Background: an optimization exercise with open tools, aiming at small area and a short achievable clock period. Do not read the settings as production practice.
RTL that was checked went through simulation tests only; none was proved equivalent to the original.
Power figures rest on the tool's default switching activity, not on a simulated workload.

==> trial 78: inputs <==
// barrett_top
module barrett_top (
  input  logic        clk_i,
  input  logic        rst_ni,
  input  logic        cfg_we_i,
  input  logic [47:0] cfg_i,         
  input  logic        in_valid_i,
  input  logic [35:0] in_i,          
  output logic        out_valid_o,
  output logic [19:0] out_o          
);
clock: 7.0 ns
lec_check: 0
cap_margin: 20
core_margin: 2
core_utilization: 65
cts_buf_list: sky130_fd_sc_hd__clkbuf_8
cts_cluster_diameter: 45
cts_cluster_size: 20
place_density: 0.75
setup_slack_margin: 4.1
slew_margin: 20
standard.sh (not shown) runs the stock make flow with config.mk's settings and CLKGATE_MAP_FILE= SYNTH_SCRIPT=/design/flow/synth_recipe.tcl, a recipe that flattens the netlist after the stock synthesis.
==> flow/flow/run.sh <==
#!/bin/bash
# The standard layout, with plain buf_1 cells (not clkdlybuf4s50_1) as the
# port buffers that ORFS inserts before global placement. make's full output
# goes to standard.log; each ORFS step also keeps its own log under orfs/logs.
set -euo pipefail
export BUFFER_PORTS_ARGS="-buffer_cell sky130_fd_sc_hd__buf_1"
bash standard.sh > standard.log 2>&1
==> trial 82 (differences from trial 78) <==
--- a/flow/config.mk
+++ b/flow/config.mk
@@ -9,8 +9,8 @@
 export CORE_MARGIN = 2
 export CORE_UTILIZATION = 65
 export CTS_BUF_LIST = sky130_fd_sc_hd__clkbuf_8
-export CTS_CLUSTER_DIAMETER = 45
-export CTS_CLUSTER_SIZE = 20
+export CTS_CLUSTER_DIAMETER = 40
+export CTS_CLUSTER_SIZE = 16
 export PLACE_DENSITY = 0.75
 export SETUP_SLACK_MARGIN = 4.1
 export SLEW_MARGIN = 20
==> notes <==
Against trial 82, the setup slack of trial 78 is better by 0.021 ns.
Global-route usage: trial 82 is lower than trial 78 (0.20 points).
In trial 78 the non-clock buffer count is lower than in trial 82, by 1.
Against trial 78, the count of clock-buffer cells in the layout of trial 82 is higher by 4.
Fmax: trial 82 is lower than trial 78 (about 0.7%).
In die area, trial 78 and trial 82 do not differ.
Flip-flop and latch count is the same in trial 82 and trial 78.
In critical path depth, trial 78 and trial 82 do not differ.
==> figures <==
Result of the run: trial 82 timing/DRC/antenna clean; trial 78 timing/DRC/antenna clean
Fraction of power spent switching nets: trial 82 0.4317; trial 78 0.4366
Final setup slack of the worst path: trial 82 3.846 ns; trial 78 3.867 ns
Detail-routed net length per standard cell: trial 82 19.12 um; trial 78 19.31 um
WP data required: trial 82 7.45 ns; trial 78 7.46 ns
Global routing usage on met1: trial 82 0.4087; trial 78 0.4060
Number of vias per cell: trial 82 5.820; trial 78 5.846
Number of nets in the final layout: trial 82 2274; trial 78 2271
Met3 routed WL: trial 82 4425 um; trial 78 4452 um
Detailed-route via count: trial 82 13750; trial 78 13780
Reported clock group power: trial 82 1570 uW; trial 78 1460 uW
Worst-skew pair later-pin latency: trial 82 0.56 ns; trial 78 0.57 ns
Total met2 wirelength after detailed routing: trial 82 19970 um; trial 78 20400 um
Combinational share of power: trial 82 0.614; trial 78 0.618
FMAX: trial 82 317.0 MHz; trial 78 319.1 MHz
CLK BUF: trial 82 47; trial 78 43
Fraction of the cycle the final worst path needs: trial 82 0.4506; trial 78 0.4476
Total design power: trial 82 12340 uW; trial 78 12200 uW
No functional check of the RTL was part of any run of this note.

* * *

==> onyx <==
barrett_top, a different RTL version from the one above (not shown whole).
==> module barrett_cfg, before the edit <==
module barrett_cfg (
  input  logic        clk_i,
  input  logic        cfg_we_i,
  input  logic [15:0] q_i,
  input  logic [31:0] mu_i,
  output logic [3:0]  s_o,
  output logic [15:0] q_o,
  output logic [8:0]  m1_one_o,
  output logic [8:0]  m1_two_o,
  output logic [7:0]  m1_neg_o,
  output logic [8:0]  m2_one_o,
  output logic [7:0]  m2_two_o,
  output logic [7:0]  m2_neg_o
);
  logic [3:0]  s_calc;
  logic [18:0] mb;    
  logic [18:0] qb;    
  logic [8:0]  m1_one, m1_two, m1_neg, m2_one, m2_two;
  logic       z8, z4h, z4l;
  logic [3:0] t;    
  logic [7:0] u;    
  assign z8  = ~|q_i[15:8];
  assign z4h = ~|q_i[15:12];
  assign z4l = ~|q_i[7:4];
  always_comb begin
    for (int i = 0; i < 4; i++) t[i] = ~|q_i[4*i+3 -: 2];
    for (int i = 0; i < 8; i++) u[i] = ~q_i[2*i+1];
  end
  assign s_calc[3] = z8;
  assign s_calc[2] = z8 ? z4l : z4h;
  assign s_calc[1] = z8 ? (z4l ? t[0] : t[1]) : (z4h ? t[2] : t[3]);
  assign s_calc[0] = z8 ? (z4l ? (t[0] ? u[0] : u[1]) : (t[1] ? u[2] : u[3]))
                        : (z4h ? (t[2] ? u[4] : u[5]) : (t[3] ? u[6] : u[7]));
  assign mb = {1'b0, (mu_i[17] ? 17'h1ffff : mu_i[16:0]), 1'b0};
  assign qb = {2'b00, q_i, 1'b0};
  always_comb begin
    for (int i = 0; i < 9; i++) begin
      m1_one[i] = mb[2*i+1] ^ mb[2*i];
      m1_two[i] = (mb[2*i+2] & ~mb[2*i+1] & ~mb[2*i])
                | (~mb[2*i+2] & mb[2*i+1] & mb[2*i]);
      m1_neg[i] = mb[2*i+2];
      m2_one[i] = qb[2*i+1] ^ qb[2*i];
      m2_two[i] = (qb[2*i+2] & ~qb[2*i+1] & ~qb[2*i])
                | (~qb[2*i+2] & qb[2*i+1] & qb[2*i]);
    end
  end
  always_ff @(posedge clk_i) begin
    if (cfg_we_i) begin
      s_o      <= s_calc;
      q_o      <= q_i;
      m1_one_o <= m1_one;
      m1_two_o <= m1_two;
      m1_neg_o <= m1_neg[7:0];
      m2_one_o <= m2_one;
      m2_two_o <= m2_two[7:0];
    end
  end
  always_comb begin
    for (int i = 0; i < 8; i++) m2_neg_o[i] = ~q_o[2*i+1];
  end
endmodule
clock: 7.0 ns
lec_check: 0
cap_margin: 20
core_margin: 2
core_utilization: 65
cts_buf_list: sky130_fd_sc_hd__clkbuf_8
cts_cluster_size: 40
setup_slack_margin: 4.0
slew_margin: 20
Scripts as last shown in full above: flow/flow/run.sh
==> raven (differences from onyx) <==
--- a/flow/design.v
+++ b/flow/design.v
@@ -76,5 +76,5 @@
                         : (z4h ? (t[2] ? u[4] : u[5]) : (t[3] ? u[6] : u[7]));
   assign mb = {1'b0, (mu_i[17] ? 17'h1ffff : mu_i[16:0]), 1'b0};
-  assign qb = {2'b00, q_i, 1'b0};
+  assign qb = {2'b00, q_o, 1'b0};
   always_comb begin
     for (int i = 0; i < 9; i++) begin
@@ -95,8 +95,10 @@
       m1_two_o <= m1_two;
       m1_neg_o <= m1_neg[7:0];
-      m2_one_o <= m2_one;
-      m2_two_o <= m2_two[7:0];
     end
   end
+  always_ff @(posedge clk_i) begin
+    m2_one_o <= m2_one;
+    m2_two_o <= m2_two[7:0];
+  end
   always_comb begin
     for (int i = 0; i < 8; i++) m2_neg_o[i] = ~q_o[2*i+1];
==> flow/run.sh (new file) <==
#!/bin/bash
# synth_recipe.tcl (not shown) runs the flow's synth.tcl, then flattens the netlist and writes it again
# the make line also repeats each setting of config.mk as NAME=value (left out here)
make -C /OpenROAD-flow-scripts/flow DESIGN_CONFIG=/design/flow/config.mk WORK_HOME=/design/flow/orfs CLKGATE_MAP_FILE= SYNTH_SCRIPT=/design/flow/synth_recipe.tcl finish
- SETUP_SLACK_MARGIN: 4.0 -> 3.7
removed: flow/flow/run.sh
removed: flow/standard.sh
==> maple (differences from onyx) <==
==> flow/run.sh (new file) <==
#!/bin/bash
# synth_recipe.tcl (not shown) runs the flow's synth.tcl, then flattens the netlist and writes it again
# the make line also repeats each setting of config.mk as NAME=value (left out here)
make -C /OpenROAD-flow-scripts/flow DESIGN_CONFIG=/design/flow/config.mk WORK_HOME=/design/flow/orfs CLKGATE_MAP_FILE= SYNTH_SCRIPT=/design/flow/synth_recipe.tcl finish
- CTS_BUF_LIST: sky130_fd_sc_hd__clkbuf_8 -> not set
- CTS_CLUSTER_SIZE: 40 -> not set
removed: flow/flow/run.sh
removed: flow/standard.sh
==> garnet (differences from onyx) <==
--- a/flow/design.v
+++ b/flow/design.v
@@ -76,5 +76,5 @@
                         : (z4h ? (t[2] ? u[4] : u[5]) : (t[3] ? u[6] : u[7]));
   assign mb = {1'b0, (mu_i[17] ? 17'h1ffff : mu_i[16:0]), 1'b0};
-  assign qb = {2'b00, q_i, 1'b0};
+  assign qb = {2'b00, q_o, 1'b0};
   always_comb begin
     for (int i = 0; i < 9; i++) begin
@@ -95,8 +95,10 @@
       m1_two_o <= m1_two;
       m1_neg_o <= m1_neg[7:0];
-      m2_one_o <= m2_one;
-      m2_two_o <= m2_two[7:0];
     end
   end
+  always_ff @(posedge clk_i) begin
+    m2_one_o <= m2_one;
+    m2_two_o <= m2_two[7:0];
+  end
   always_comb begin
     for (int i = 0; i < 8; i++) m2_neg_o[i] = ~q_o[2*i+1];
- CORE_UTILIZATION: 65 -> 75
- PLACE_DENSITY: not set -> 0.82
- SETUP_SLACK_MARGIN: 4.0 -> 4.1
==> comparison table <==
| quantity | onyx | raven | garnet | maple |
|---|---|---|---|---|
| Total design power | 12.55 mW | 12.15 mW | 13.47 mW | 12.70 mW |
| Pint | 7.298 mW | 7.053 mW | 7.487 mW | 7.408 mW |
| Pwr dens | 564.9 mW/mm2 | 545.7 mW/mm2 | 604.6 mW/mm2 | 557.1 mW/mm2 |
| Clock buffers created by TritonCTS | 54 | 53 | 52 | 36 |
| Synthesis-to-layout area growth | 12.42% | 12.83% | 12.89% | 15.28% |
| Synthesized area per cell | 10.65 um2 | 10.57 um2 | 10.57 um2 | 10.65 um2 |
| Number of detailed-route iterations in the first pass | 5 | 6 | 6 | 5 |
| Status | timing/DRC/antenna clean | timing/DRC/antenna clean | timing/DRC/antenna clean | timing/DRC/antenna clean |
| Share of async-settable or async-resettable flops after synthesis | 1.835% | 1.824% | 1.824% | 1.835% |
| Proportion of netlist area held by the largest area contributor | 26.33% | 28.10% | 28.10% | 26.33% |
| Startpoint of the worst setup timing path | barrett_cfg_i.q_o[0] | barrett_cfg_i.q_o[9] | barrett_reduce_i.s2_cols_810_q | barrett_cfg_i.q_o[0] |
| Die boundary height | 178.4 um | 178.3 um | 166.2 um | 178.4 um |
| Least-Margin Pin Slew | 866.9 ps | 1061 ps | 792.2 ps | 835.5 ps |
| Post-synthesis cell area | 0.01977 mm2 | 0.01974 mm2 | 0.01974 mm2 | 0.01977 mm2 |
| Switching power total | 5.257 mW | 5.099 mW | 5.986 mW | 5.288 mW |
| Depth of the worst register-to-register path | 12 | 11 | 10 | 13 |
| Post-placement setup slack | 2913 ps | 2823 ps | 2962 ps | 2812 ps |
| DR WL/cell | 19.24 um | 19.46 um | 22.36 um | 20.08 um |
| Multi-input logic area | 0.01152 mm2 | 0.01138 mm2 | 0.01179 mm2 | 0.01153 mm2 |
| Area share of xor/xnor cells in the synthesized design | 12.54% | 12.37% | 12.37% | 12.54% |
| Core Box Area | 0.02980 mm2 | 0.02980 mm2 | 0.02598 mm2 | 0.02980 mm2 |
| Overall via count from detail_route | 13840 | 13900 | 14750 | 13810 |
| Total sequential power | 3.25 mW | 3.25 mW | 3.29 mW | 3.26 mW |

* * *

==> build 53: inputs <==
RTL: one of the versions met above, not the one the previous note started from.
// barrett_top
module barrett_top (
  input  logic        clk_i,
  input  logic        rst_ni,
  input  logic        cfg_we_i,
  input  logic [47:0] cfg_i,         
  input  logic        in_valid_i,
  input  logic [35:0] in_i,          
  output logic        out_valid_o,
  output logic [19:0] out_o          
);
  logic [3:0]  cfg_s;
  logic [15:0] cfg_q;
  logic [8:0]  m1_one, m1_two, m2_one;
  logic [7:0]  m1_neg, m2_two, m2_neg;
  barrett_cfg barrett_cfg_i (
    .clk_i    (clk_i),
    .cfg_we_i (cfg_we_i),
    .q_i      (cfg_i[47:32]),
    .mu_i     (cfg_i[31:0]),
    .s_o      (cfg_s),
    .q_o      (cfg_q),
    .m1_one_o (m1_one),
    .m1_two_o (m1_two),
    .m1_neg_o (m1_neg),
    .m2_one_o (m2_one),
    .m2_two_o (m2_two),
    .m2_neg_o (m2_neg)
  );
  barrett_reduce barrett_reduce_i (
    .clk_i       (clk_i),
    .rst_ni      (rst_ni),
    .s_i         (cfg_s),
    .q_i         (cfg_q),
    .m1_one_i    (m1_one),
    .m1_two_i    (m1_two),
    .m1_neg_i    (m1_neg),
    .m2_one_i    (m2_one),
    .m2_two_i    (m2_two),
    .m2_neg_i    (m2_neg),
    .in_valid_i  (in_valid_i),
    .x_i         (in_i[35:4]),
    .tag_i       (in_i[3:0]),
    .out_valid_o (out_valid_o),
    .r_o         (out_o[19:4]),
    .tag_o       (out_o[3:0])
  );
endmodule
==> flow/config.mk <==
export PLATFORM = sky130hd
export DESIGN_NAME = barrett_top
export DESIGN_NICKNAME = barrett_top
export VERILOG_FILES = /design/flow/design.v
export SDC_FILE = /design/flow/constraint.sdc
export NUM_CORES = 4
export LEC_CHECK = 0
export CAP_MARGIN = 20
export CORE_MARGIN = 2
export CORE_UTILIZATION = 65
export CTS_BUF_LIST = sky130_fd_sc_hd__clkbuf_8
export CTS_CLUSTER_SIZE = 40
export PLACE_DENSITY = 0.75
export SETUP_SLACK_MARGIN = 4.1
export SLEW_MARGIN = 20
==> flow/constraint.sdc <==
create_clock -name core_clock -period 7.0 [get_ports {clk_i}]
set_input_delay 1.4000 -clock core_clock [delete_from_list [all_inputs] [get_ports {clk_i}]]
set_output_delay 1.4000 -clock core_clock [all_outputs]
set_load 0.01 [all_outputs]
==> flow/flow/run.sh <==
#!/bin/bash
# The standard layout, with plain buf_1 cells (not clkdlybuf4s50_1) as the
# port buffers that ORFS inserts before global placement. make's full output
# goes to standard.log; each ORFS step also keeps its own log under orfs/logs.
set -euo pipefail
export BUFFER_PORTS_ARGS="-buffer_cell sky130_fd_sc_hd__buf_1"
bash standard.sh > standard.log 2>&1
==> inputs of build 43, as changes to build 53 <==
CAP_MARGIN = 10   (was 20)
CTS_CLUSTER_DIAMETER = 45   (was default)
CTS_CLUSTER_SIZE = 20   (was 40)
SLEW_MARGIN = 10   (was 20)
==> inputs of trial 56, as changes to build 53 <==
PLACE_DENSITY = default   (was 0.75)
==> summary of the runs <==
- The highest first-iteration DRC count belongs to build 43, the lowest to build 53.
- The highest sequential share of layout area belongs to build 43, the lowest to build 53.
- Design area: trial 56 is higher than build 43 (about 0.6%).
- Critical path depth, lowest first: trial 56, build 43, build 53.
- Combinational power: trial 56 < build 43 < build 53.
- Sequential power is about the same in trial 56 and build 43.
- Synthesized cell count is the same in build 43 and build 53.
- In build 53 the fmax is larger than in build 43, by 4.2%.
==> figures <==
                                                                                            build 53                                trial 56                        build 43
VDD IR-drop max                                                                           0.000305 V                              0.000315 V                      0.000294 V
Number of DRC violations after detailed-routing iteration 0                                     1082                                    1272                            1311
Total internal power                                                                         7.55 mW                                 7.31 mW                         7.32 mW
Layout Skew                                                                                0.0198 ns                               0.0215 ns                       0.0369 ns
Post-Route M1 WL                                                                       19700 microns                           21100 microns                   19500 microns
Proportion of final cell area spent on non-clock buffers                                      0.0452                                  0.0452                          0.0505
Status                                                                                finished clean                          finished clean                  finished clean
Total clock buffers created by CTS                                                                53                                      51                              37
Final clock-cell share                                                                        0.0488                                  0.0486                          0.0399
Detail Route met3 WL                                                                    4180 microns                            4110 microns                    4450 microns
Startpoint of the worst setup timing path                    barrett_reduce_i.s4_cols_1608_q$_DFF_P_  barrett_reduce_i.s2_cols_811_q$_DFF_P_  barrett_cfg_i.q_o[1]$_DFFE_PP_
Final setup slack of the worst path                                                          4.07 ns                                 4.04 ns                         3.94 ns
Wire length of the first global-routing pass                                           73300 microns                           73900 microns                   73700 microns
R2r startpoint                                               barrett_reduce_i.s4_cols_1608_q$_DFF_P_  barrett_reduce_i.s2_cols_811_q$_DFF_P_  barrett_cfg_i.q_o[1]$_DFFE_PP_
Mean routed wirelength per cell                                                         19.7 microns                            19.9 microns                    19.9 microns
DPL Wire Length                                                                        32900 microns                           34200 microns                   33000 microns
Final core occ                                                                                 0.756                                   0.756                           0.751
Ratio of layout area to synthesized area                                                      1.142x                                  1.141x                          1.134x

re-timing with driven ports:
The flow's constraints put no driver on any port. The routed layouts listed below were extracted and timed again, unchanged, in two steps. Step 1 (the two cells are an assumption about what drives the block):
set clk [get_ports {clk_i}]
set_driving_cell -lib_cell sky130_fd_sc_hd__clkbuf_16 $clk
set_driving_cell -lib_cell sky130_fd_sc_hd__buf_2 [delete_from_list [all_inputs] $clk]
Step 2 adds t to the input delays and takes it off the output delays; t is the mean of the earliest and latest rising clock arrival at the registers after step 1. Input paths then give back, and output paths get back, about the clock's delay inside the block. Slacks: no drivers / after step 1 / after step 2; pairs: no drivers / after step 1.
run | t, ns | slack for setup (ns) | hold WS [ns] | worst setup path at the end | worst register clock-pin slew, ns
trial 78 | 0.603 | 3.867 / 3.867 / 3.867 | 0.332 / 0.332 / 0.332 | register to register | 0.10 / 0.10
trial 82 | 0.595 | 3.846 / 3.846 / 3.846 | 0.329 / 0.329 / 0.329 | register to register | 0.09 / 0.09
onyx | 0.638 | 3.976 / 3.976 / 3.569 | 0.325 / 0.325 / 0.325 | input to register | 0.07 / 0.07
raven | 0.631 | 3.795 / 3.795 / 3.795 | 0.321 / 0.321 / 0.321 | input to register | 0.07 / 0.07
maple | 0.570 | 3.971 / 3.971 / 3.571 | 0.326 / 0.326 / 0.326 | input to register | 0.06 / 0.06
garnet | 0.635 | 3.930 / 3.930 / 3.930 | 0.316 / 0.316 / 0.316 | register to register | 0.08 / 0.08
build 53 | 0.627 | 4.066 / 4.066 / 4.066 | 0.322 / 0.322 / 0.322 | register to register | 0.07 / 0.07
build 43 | 0.611 | 3.942 / 3.942 / 3.942 | 0.321 / 0.321 / 0.321 | register to register | 0.11 / 0.11
trial 56 | 0.619 | 4.037 / 4.037 / 4.037 | 0.323 / 0.323 / 0.323 | register to register | 0.07 / 0.07
After both steps every run listed still meets setup and hold. The setup slack of onyx, which loses most, moves by 0.000 ns with the drivers and by -0.407 ns with both steps.
